This is an optimization exercise on Yosys and OpenROAD, whose aim is small area and a short achievable clock period, not a production implementation.
The RTL was checked by simulation tests, not by an equivalence proof against the original design.
No activity file was given, so power comes from the tool's default toggle rates.

### design/flow/config.mk
export PLATFORM = sky130hd
export DESIGN_NAME = execStage
export DESIGN_NICKNAME = execStage
export VERILOG_FILES = /design/flow/design.v
export SDC_FILE = /design/flow/constraint.sdc
export NUM_CORES = 4
export LEC_CHECK = 0
export CAP_MARGIN = 20
export CORE_MARGIN = 2
export CORE_UTILIZATION = 40
export PLACE_DENSITY = 0.6
export SLEW_MARGIN = 20
### design/flow/constraint.sdc
create_clock -name core_clock -period 32.0 [get_ports {clk}]
set_input_delay 6.4000 -clock core_clock [delete_from_list [all_inputs] [get_ports {clk}]]
set_output_delay 6.4000 -clock core_clock [all_outputs]
set_load 0.01 [all_outputs]
### design/flow/design.v
package execPkg;
    localparam int DataWidth = 16;    
    localparam int AddrWidth = 16;    
    localparam int ShiftBits = 4;     
    typedef enum logic [5:0] {
        OpLw1  = 6'd0,     
        OpLw2  = 6'd1,     
        OpLw3  = 6'd2,     
        OpSw1  = 6'd3,     
        OpSw2  = 6'd4,     
        OpMov  = 6'd5,
        OpAdd  = 6'd6,
        OpSub  = 6'd7,
        OpMul  = 6'd8,
        OpDiv  = 6'd9,
        OpAnd  = 6'd10,
        OpOr   = 6'd11,
        OpShl  = 6'd12,
        OpShr  = 6'd13,
        OpCmp  = 6'd14,    
        OpNot  = 6'd15,
        OpJr   = 6'd16,    
        OpJpc  = 6'd17,    
        OpBrfl = 6'd18,    
        OpCall = 6'd19,
        OpRet  = 6'd20,
        OpNop  = 6'd21
    } opcodeE;
    typedef enum logic [1:0] {
        CondAlways = 2'd0,
        CondLess   = 2'd1,
        CondEqual  = 2'd2
    } condE;
endpackage
`timescale 1ns/1ps
import execPkg::*;
module controlDecoder (
    input  execPkg::opcodeE opcode,
    output logic   regWrite,
    output logic   memRead,
    output logic   memWrite,
    output logic   memToReg,
    output logic   branch,
    output logic   branchMode,     
    output execPkg::condE   branchCond,
    output logic   stackPush,
    output logic   stackPop,
    output logic   isCompare,
    output logic   illegal
);
    always_comb begin
        regWrite   = 1'b0;
        memRead    = 1'b0;
        memWrite   = 1'b0;
        memToReg   = 1'b0;
        branch     = 1'b0;
        branchMode = 1'b0;
        branchCond = CondAlways;
        stackPush  = 1'b0;
        stackPop   = 1'b0;
        isCompare  = 1'b0;
        illegal    = 1'b0;
        case (opcode)
            OpLw1, OpLw2: begin
                regWrite = 1'b1;
                memRead  = 1'b1;
                memToReg = 1'b1;          
            end
            OpLw3, OpMov, OpAdd, OpSub, OpMul, OpDiv,
            OpAnd, OpOr, OpShl, OpShr, OpNot: begin
                regWrite = 1'b1;
            end
            OpSw1, OpSw2: begin
                memWrite = 1'b1;
            end
            OpCmp: begin
                isCompare = 1'b1;
            end
            OpJr: begin
                branch     = 1'b1;
                branchMode = 1'b1;
            end
            OpJpc: begin
                branch     = 1'b1;
                branchCond = CondLess;    
            end
            OpBrfl: begin
                branch     = 1'b1;
                branchMode = 1'b1;
                branchCond = CondEqual;   
            end
            OpCall: begin
                regWrite   = 1'b1;        
                branch     = 1'b1;
                branchMode = 1'b1;
                stackPush  = 1'b1;
            end
            OpRet: begin
                branch     = 1'b1;
                branchMode = 1'b1;
                stackPop   = 1'b1;
            end
            OpNop: begin
            end
            default: begin
                illegal = 1'b1;           
            end
        endcase
    end
endmodule
`timescale 1ns/1ps
import execPkg::*;
module aluCore (
    input  execPkg::opcodeE               opcode,
    input  logic [execPkg::DataWidth-1:0] operandA,
    input  logic [execPkg::DataWidth-1:0] operandB,
    input  logic [execPkg::DataWidth-1:0] immediate,
    input  logic [execPkg::AddrWidth-1:0] pc,
    output logic [execPkg::DataWidth-1:0] aluResult,
    output logic [execPkg::AddrWidth-1:0] memAddrRaw,
    output logic                 cmpEqual,
    output logic                 cmpLess
);
    logic [ShiftBits-1:0] shiftAmount;
    logic [AddrWidth-1:0] linkAddr;
    assign shiftAmount = operandB[ShiftBits-1:0];
    assign linkAddr    = pc + AddrWidth'(1);    
    always_comb begin
        aluResult = '0;
        case (opcode)
            OpLw3: aluResult = immediate;
            OpMov: aluResult = operandB;
            OpAdd: aluResult = operandA + operandB;
            OpSub: aluResult = operandA - operandB;
            OpMul: aluResult = operandA * operandB;     
            OpDiv: begin
                if (operandB == '0) begin
                    aluResult = '1;                     
                end else begin
                    aluResult = operandA / operandB;
                end
            end
            OpAnd:  aluResult = operandA & operandB;
            OpOr:   aluResult = operandA | operandB;
            OpShl:  aluResult = operandA << shiftAmount;
            OpShr:  aluResult = operandA >> shiftAmount;
            OpNot:  aluResult = ~operandA;
            OpCall: aluResult = DataWidth'(linkAddr);
            default: aluResult = '0;
        endcase
    end
    always_comb begin
        case (opcode)
            OpLw1, OpSw1: memAddrRaw = AddrWidth'(operandA + immediate);
            default:      memAddrRaw = AddrWidth'(operandA);
        endcase
    end
    assign cmpEqual = (operandA == operandB);
    assign cmpLess  = (operandA < operandB);
endmodule
`timescale 1ns/1ps
import execPkg::*;
module commitStage (
    input  logic                 clk,
    input  logic                 rstN,
    input  logic                 inValid,
    input  logic                 regWrite,
    input  logic                 memRead,
    input  logic                 memWrite,
    input  logic                 memToReg,
    input  logic                 branch,
    input  logic                 branchMode,
    input  execPkg::condE                 branchCond,
    input  logic                 stackPush,
    input  logic                 stackPop,
    input  logic                 isCompare,
    input  logic                 illegal,
    input  logic [execPkg::DataWidth-1:0] aluResult,
    input  logic [execPkg::AddrWidth-1:0] memAddrRaw,
    input  logic                 cmpEqual,
    input  logic                 cmpLess,
    input  logic [execPkg::DataWidth-1:0] operandA,
    input  logic [execPkg::DataWidth-1:0] operandB,
    input  logic [execPkg::DataWidth-1:0] immediate,
    input  logic [execPkg::AddrWidth-1:0] pc,
    input  logic [execPkg::AddrWidth-1:0] stackTop,
    output logic                 outValid,
    output logic                 regWriteEn,
    output logic                 writeFromMem,
    output logic [execPkg::DataWidth-1:0] writeData,
    output logic                 memReadEn,
    output logic                 memWriteEn,
    output logic [execPkg::AddrWidth-1:0] memAddr,
    output logic [execPkg::DataWidth-1:0] memWriteData,
    output logic                 branchTaken,
    output logic [execPkg::AddrWidth-1:0] branchTarget,
    output logic                 pushReturn,
    output logic                 popReturn,
    output logic                 illegalOp
);
    logic                 flagEqual;
    logic                 flagLess;
    logic                 condMet;
    logic [AddrWidth-1:0] target;
    always_comb begin
        case (branchCond)
            CondAlways: condMet = 1'b1;
            CondLess:   condMet = flagLess;
            CondEqual:  condMet = flagEqual;
            default:    condMet = 1'b0;
        endcase
    end
    always_comb begin
        if (stackPop) begin
            target = stackTop;                                  
        end else if (branchMode && branchCond == CondEqual) begin
            target = AddrWidth'(immediate);                     
        end else if (branchMode) begin
            target = AddrWidth'(operandA);                      
        end else begin
            target = pc + AddrWidth'(immediate);                
        end
    end
    always_ff @(posedge clk) begin
        if (!rstN) begin
            flagEqual    <= 1'b0;
            flagLess     <= 1'b0;
            outValid     <= 1'b0;
            regWriteEn   <= 1'b0;
            writeFromMem <= 1'b0;
            memReadEn    <= 1'b0;
            memWriteEn   <= 1'b0;
            branchTaken  <= 1'b0;
            pushReturn   <= 1'b0;
            popReturn    <= 1'b0;
            illegalOp    <= 1'b0;
        end else begin
            if (inValid && isCompare) begin
                flagEqual <= cmpEqual;
                flagLess  <= cmpLess;
            end
            outValid     <= inValid;
            regWriteEn   <= inValid && regWrite;
            writeFromMem <= inValid && memToReg;
            memReadEn    <= inValid && memRead;
            memWriteEn   <= inValid && memWrite;
            branchTaken  <= inValid && branch && condMet;       
            pushReturn   <= inValid && stackPush;
            popReturn    <= inValid && stackPop;
            illegalOp    <= inValid && illegal;
        end
    end
    always_ff @(posedge clk) begin
        if (inValid) begin
            writeData    <= aluResult;
            memAddr      <= memAddrRaw;
            memWriteData <= operandB;
            branchTarget <= target;
        end
    end
endmodule
`timescale 1ns/1ps
import execPkg::*;
module execStage (
    input  logic                 clk,
    input  logic                 rstN,
    input  logic                 inValid,
    input  execPkg::opcodeE               opcode,
    input  logic [execPkg::DataWidth-1:0] operandA,
    input  logic [execPkg::DataWidth-1:0] operandB,
    input  logic [execPkg::DataWidth-1:0] immediate,
    input  logic [execPkg::AddrWidth-1:0] pc,
    input  logic [execPkg::AddrWidth-1:0] stackTop,
    output logic                 outValid,
    output logic                 regWriteEn,
    output logic                 writeFromMem,
    output logic [execPkg::DataWidth-1:0] writeData,
    output logic                 memReadEn,
    output logic                 memWriteEn,
    output logic [execPkg::AddrWidth-1:0] memAddr,
    output logic [execPkg::DataWidth-1:0] memWriteData,
    output logic                 branchTaken,
    output logic [execPkg::AddrWidth-1:0] branchTarget,
    output logic                 pushReturn,
    output logic                 popReturn,
    output logic                 illegalOp
);
    logic                 regWrite;
    logic                 memRead;
    logic                 memWrite;
    logic                 memToReg;
    logic                 branch;
    logic                 branchMode;
    execPkg::condE        branchCond;
    logic                 stackPush;
    logic                 stackPop;
    logic                 isCompare;
    logic                 illegal;
    logic [DataWidth-1:0] aluResult;
    logic [AddrWidth-1:0] memAddrRaw;
    logic                 cmpEqual;
    logic                 cmpLess;
    controlDecoder controlDecoder_i (
        .opcode(opcode), .regWrite(regWrite), .memRead(memRead), .memWrite(memWrite),
        .memToReg(memToReg), .branch(branch), .branchMode(branchMode),
        .branchCond(branchCond), .stackPush(stackPush), .stackPop(stackPop),
        .isCompare(isCompare), .illegal(illegal)
    );
    aluCore aluCore_i (
        .opcode(opcode), .operandA(operandA), .operandB(operandB),
        .immediate(immediate), .pc(pc), .aluResult(aluResult),
        .memAddrRaw(memAddrRaw), .cmpEqual(cmpEqual), .cmpLess(cmpLess)
    );
    commitStage commitStage_i (
        .clk(clk), .rstN(rstN), .inValid(inValid),
        .regWrite(regWrite), .memRead(memRead), .memWrite(memWrite),
        .memToReg(memToReg), .branch(branch), .branchMode(branchMode),
        .branchCond(branchCond), .stackPush(stackPush), .stackPop(stackPop),
        .isCompare(isCompare), .illegal(illegal),
        .aluResult(aluResult), .memAddrRaw(memAddrRaw),
        .cmpEqual(cmpEqual), .cmpLess(cmpLess),
        .operandA(operandA), .operandB(operandB), .immediate(immediate),
        .pc(pc), .stackTop(stackTop),
        .outValid(outValid), .regWriteEn(regWriteEn), .writeFromMem(writeFromMem),
        .writeData(writeData), .memReadEn(memReadEn), .memWriteEn(memWriteEn),
        .memAddr(memAddr), .memWriteData(memWriteData), .branchTaken(branchTaken),
        .branchTarget(branchTarget), .pushReturn(pushReturn), .popReturn(popReturn),
        .illegalOp(illegalOp)
    );
endmodule
### design/flow/run.sh
#!/bin/bash
# synth_recipe.tcl (not shown) runs the flow's synth.tcl, then flattens the netlist and writes it again
# the make line also repeats each setting of config.mk as NAME=value (left out here)
make -C /OpenROAD-flow-scripts/flow DESIGN_CONFIG=/design/flow/config.mk WORK_HOME=/design/flow/orfs CLKGATE_MAP_FILE= SYNTH_SCRIPT=/design/flow/synth_recipe.tcl finish
==> impl_results.md <==
* Outcome: finished clean
* Max-slew violations at 0
* Post-synth ARST share at 0%
* Tmin final at 30.96 ns
* Root Buffer: clkbuf_16
* Layout Area Growth over Synthesis at 31.9%
* Power Density at 40.0 mW/mm2
* Cts hold-fix bufs at 0
* Initial antenna violation count at 1
* Sequential-to-total area share from yosys stat at 11.0%
* Fin area at 0.0256 mm2
* Worst Clk Skew at 0.0111 ns
* CTS sink cnt at 74
* CTS tree: built
* Pleak at 0.0115 uW
* GRT busiest layer: met2
* VDD IR-drop max at 0.0000466 V
* DRT Pass-1 Iters at 7
* Crit-path slowest cell: or4b_4
* Cell Area, Synth at 0.0194 mm2
* FF+latch count, synth at 74
* Total GRT Usage at 35.8%
* Die Wd at 224 um
* Global-route wire length before repair at 136 mm
* Post-detail-place hpwl at 70.4 mm
* Layout cells sized above 1 at 20.9%
* FF-to-FF End: commitStage_i.branchTaken$_SDFF_PN0_
* Worst Path Arrival at 31.09 ns
* Maximum fanout along the worst path at 8
* Max frequency at 32.3 MHz
* Commonest non-fill, non-tap cell in the layout: buf_4
* Site row count at 80
* Period utilization at 96.8%
* Startpoint types: input pin
* Ports at 162
* Max_slew headroom at 25.2%
* Post-route ant nets at 0
* Post-place setup slack at -0.685 ns
* Total congestion overflow at 0
* Hold Path Origin: commitStage_i.flagLess$_SDFFE_PN0P_
* Primary FF master, synth: edfxtp_1
* Worst EP required at 32.13 ns
* R2r startpoint: commitStage_i.flagLess$_SDFFE_PN0P_
* Gp weighted congestion at 1.02
* GR Layer Usage met2 at 59.8%
* GR Util met3 at 5.64%
* Syn. warnings at 3
* Avg WL per Cell at 25.3 um
* Core area at 0.0477 mm2
* CTS Buffer Depth at 2
* Synthesized Nets at 2991
* Critical path endpoint category: flip-flop
* Wirelength, routed at 92.3 mm
* Via count at 22586
* Post-layout power at 1020 uW
* Post-layout util at 53.5%
* Reg2reg path depth at 4
* Area after DPL at 0.0243 mm2
* Hold path cells at 2
* Drt first-iter violations at 1979
* H-Tree Depth at 3
* Most frequent cell on the critical path: ha_1
* Distinct cells, synth at 93
* Vias in the first global route at 22107
* Hold Crit Class: reg2reg
* Setup ws final at 1.04 ns
* Mapped Avg Cell Area at 7.60 um2
* Worst path max stage delay at 0.53 ns
* Largest net degree at the start of global routing at 65
* Met1 Usage GRT at 44.0%
* Die area at 0.0502 mm2
* Endpoints failing setup at 0
* Cells after synthesis at 2549
* Fin. Hold Viols at 0
* CTS Buf Count at 9
* Crit path kind: in2reg
* Worst hold slack at 0.543 ns
* Clk Latency, worst-skew pair at 0.38 ns
* Reg clk slew, reported paths at 0.07 ns
* Hold endpoint: commitStage_i.flagLess$_SDFFE_PN0P_
* PortBufs at 161
* Final #Nets at 3473
* Initial Util at 40.6%
* Worst slew pin tran at 1.11 ns
* Reg2reg setup slack at 31.10 ns
* DRC viols at 0
* Most frequent cells in the layout: buf_4, ha_1, nor2_1
* Number of synthesized flops with an enable pin at 64
* Vias per cell at 6.18
* Die Y at 224 um
* Max-cap check violation count at 0
==> registers in the layout, summed over array words and instances, names as in the netlist <==
| name | cells |
|---|---|
| commitStage_i.branchTarget | 16 |
| commitStage_i.memAddr | 16 |
| commitStage_i.memWriteData | 16 |
| commitStage_i.writeData | 16 |
| commitStage_i.branchTaken | 1 |
| commitStage_i.flagEqual | 1 |
| commitStage_i.flagLess | 1 |
| commitStage_i.illegalOp | 1 |
| commitStage_i.memReadEn | 1 |
| commitStage_i.memWriteEn | 1 |
| commitStage_i.outValid | 1 |
| commitStage_i.popReturn | 1 |
| commitStage_i.pushReturn | 1 |
| commitStage_i.regWriteEn | 1 |
==> cell families (layout without fill, tap and decap cells) <==
family | count (synthesis) | count (layout) | synth area share (%)
simple gates | 837 | 837 | 20.2
buf+inv | 321 | 808 | 6.36
flops | 74 | 74 | 11.0
fa+ha+maj | 353 | 353 | 26.1
other cells | 0 | 1 | 0
xor+xnor | 146 | 146 | 6.60
mux | 56 | 56 | 3.52
compound gates | 762 | 762 | 26.3
==> final cells by class <==
| type | instances | area, um2 |
|---|---|---|
| Timing Repair Buffer | 590 | 4860 |
| Antenna cell | 1 | 2.50 |
| Clock buffer | 10 | 239 |
| Clock inverter | 6 | 70.1 |
| Inverter | 202 | 758 |
| Tap cell | 615 | 769 |
| Multi-Input combinational cell | 2154 | 16700 |
| Sequential cell | 74 | 2120 |
| Fill cell | 4578 | 22200 |
==> worst max-delay path, delay by kind of cell <==
family | cells | cell delay [ns]
AO/OA/AOI/OAI | 54 | 10.47
AND/OR/NAND/NOR | 29 | 6.17
adder cells (fa/ha/maj) | 15 | 4.08
buffers and inverters | 15 | 2.45
multiplexers | 5 | 1.45
==> cell usage after synthesis, drive strengths merged, types with 11 or more instances <==
cell    instances  area (um2)
or3            26         163
o22ai          24         150
nor3           72         360
buf            22         110
xor2           58         508
inv           198         743
clkbuf         97         364
a21oi         182         918
o21a           40         300
xnor2          88         771
o21bai         11        82.6
o21ai         156         781
ha            269        3370
fa             84        1680
mux2           27         304
a211oi         37         295
and3           27         169
edfxtp         64        1920
mux2i          22         220
o31ai          24         194
or2            19         119
nor4           19         140
a21o           44         330
a22oi          24         185
a221oi         29         254
a211o          17         149
nor2          260         976
nand4          25         171
o211ai         34         260
a31oi          29         181
nand3          53         265
nand2         243         915
nand2b         29         181
a21boi         14         105
nor2b          22         138
and2           17         106
==> metal layers <==
layer  part of all wire, %  routed length, um  up-vias
met1                    39              36300    10850
met5                     0                  0        -
met2                    46              42300     1188
li1                      -                  -    10233
met4                   6.5               5990        0
met3                   8.3               7710      315
==> power breakdown <==
| group | switching [uW] | internal, uW | total (uW) |
|---|---|---|---|
| combinational | 442 | 347 | 789 |
| sequential | 2.79 | 117 | 120 |
| clock | 50.2 | 63.6 | 114 |
| total | 495 | 528 | 1020 |
==> metrics by stage <==
step / instances / setup TNS [ns]
after floorplan: 2549 / 0
after CTS: 3624 / 0
after detailed placement: 3606 / -0.685
final: 3652 / 0
after global routing: 3651 / -0.321
after global placement: 3606 / -0.0938
==> worst max path at each step <==
stage | start | end | slack, ns
6_report | operandB[12] | commitStage_i.writeData[0]$_DFFE_PP_ | 1.04
5_1_grt | operandB[12] | commitStage_i.writeData[0]$_DFFE_PP_ | -0.32
4_1_cts | operandB[8] | commitStage_i.writeData[0]$_DFFE_PP_ | 0.03
3_5_place_dp | operandB[8] | commitStage_i.writeData[0]$_DFFE_PP_ | -0.68
3_3_place_gp | operandB[8] | commitStage_i.writeData[0]$_DFFE_PP_ | -0.09
2_1_floorplan | operandB[15] | commitStage_i.writeData[0]$_DFFE_PP_ | 0.06
==> what timing repair did <==
| item | 4_1_cts | 5_1_grt |
|---|---|---|
| cloned | 0 | 2 |
| resized for setup | 7 | 155 |
| setup endpoints to repair | 1 | 2 |
| setup buffers | 2 | 25 |
| pin swaps | 2 | 61 |

## static timing again, ports no longer ideal
The results above use ideal ports. As a check the final layout listed here was re-extracted and re-timed, cells and wires unchanged. Step 1: set_driving_cell puts a clkbuf_16 on clk and a buf_2 on each other input, an assumption about the parent block. Step 2 moves the port delays by t, midway between the first and last clock arrival at a register: inputs arrive t later, outputs are due t later. That takes back most of the time a late clock gives input paths. a / b / c = no drivers / after step 1 / after step 2; a / b = the first two.
t (ns): 0.423
setup slack, ns: 1.040 / 1.069 / 0.646
worst setup path at the end: input to register
worst data-port slew with drivers (ns): 0.07
After both steps setup and hold are still met in this run. For this run, drivers alone change the setup slack by +0.029 ns; drivers and shift together by -0.394 ns.
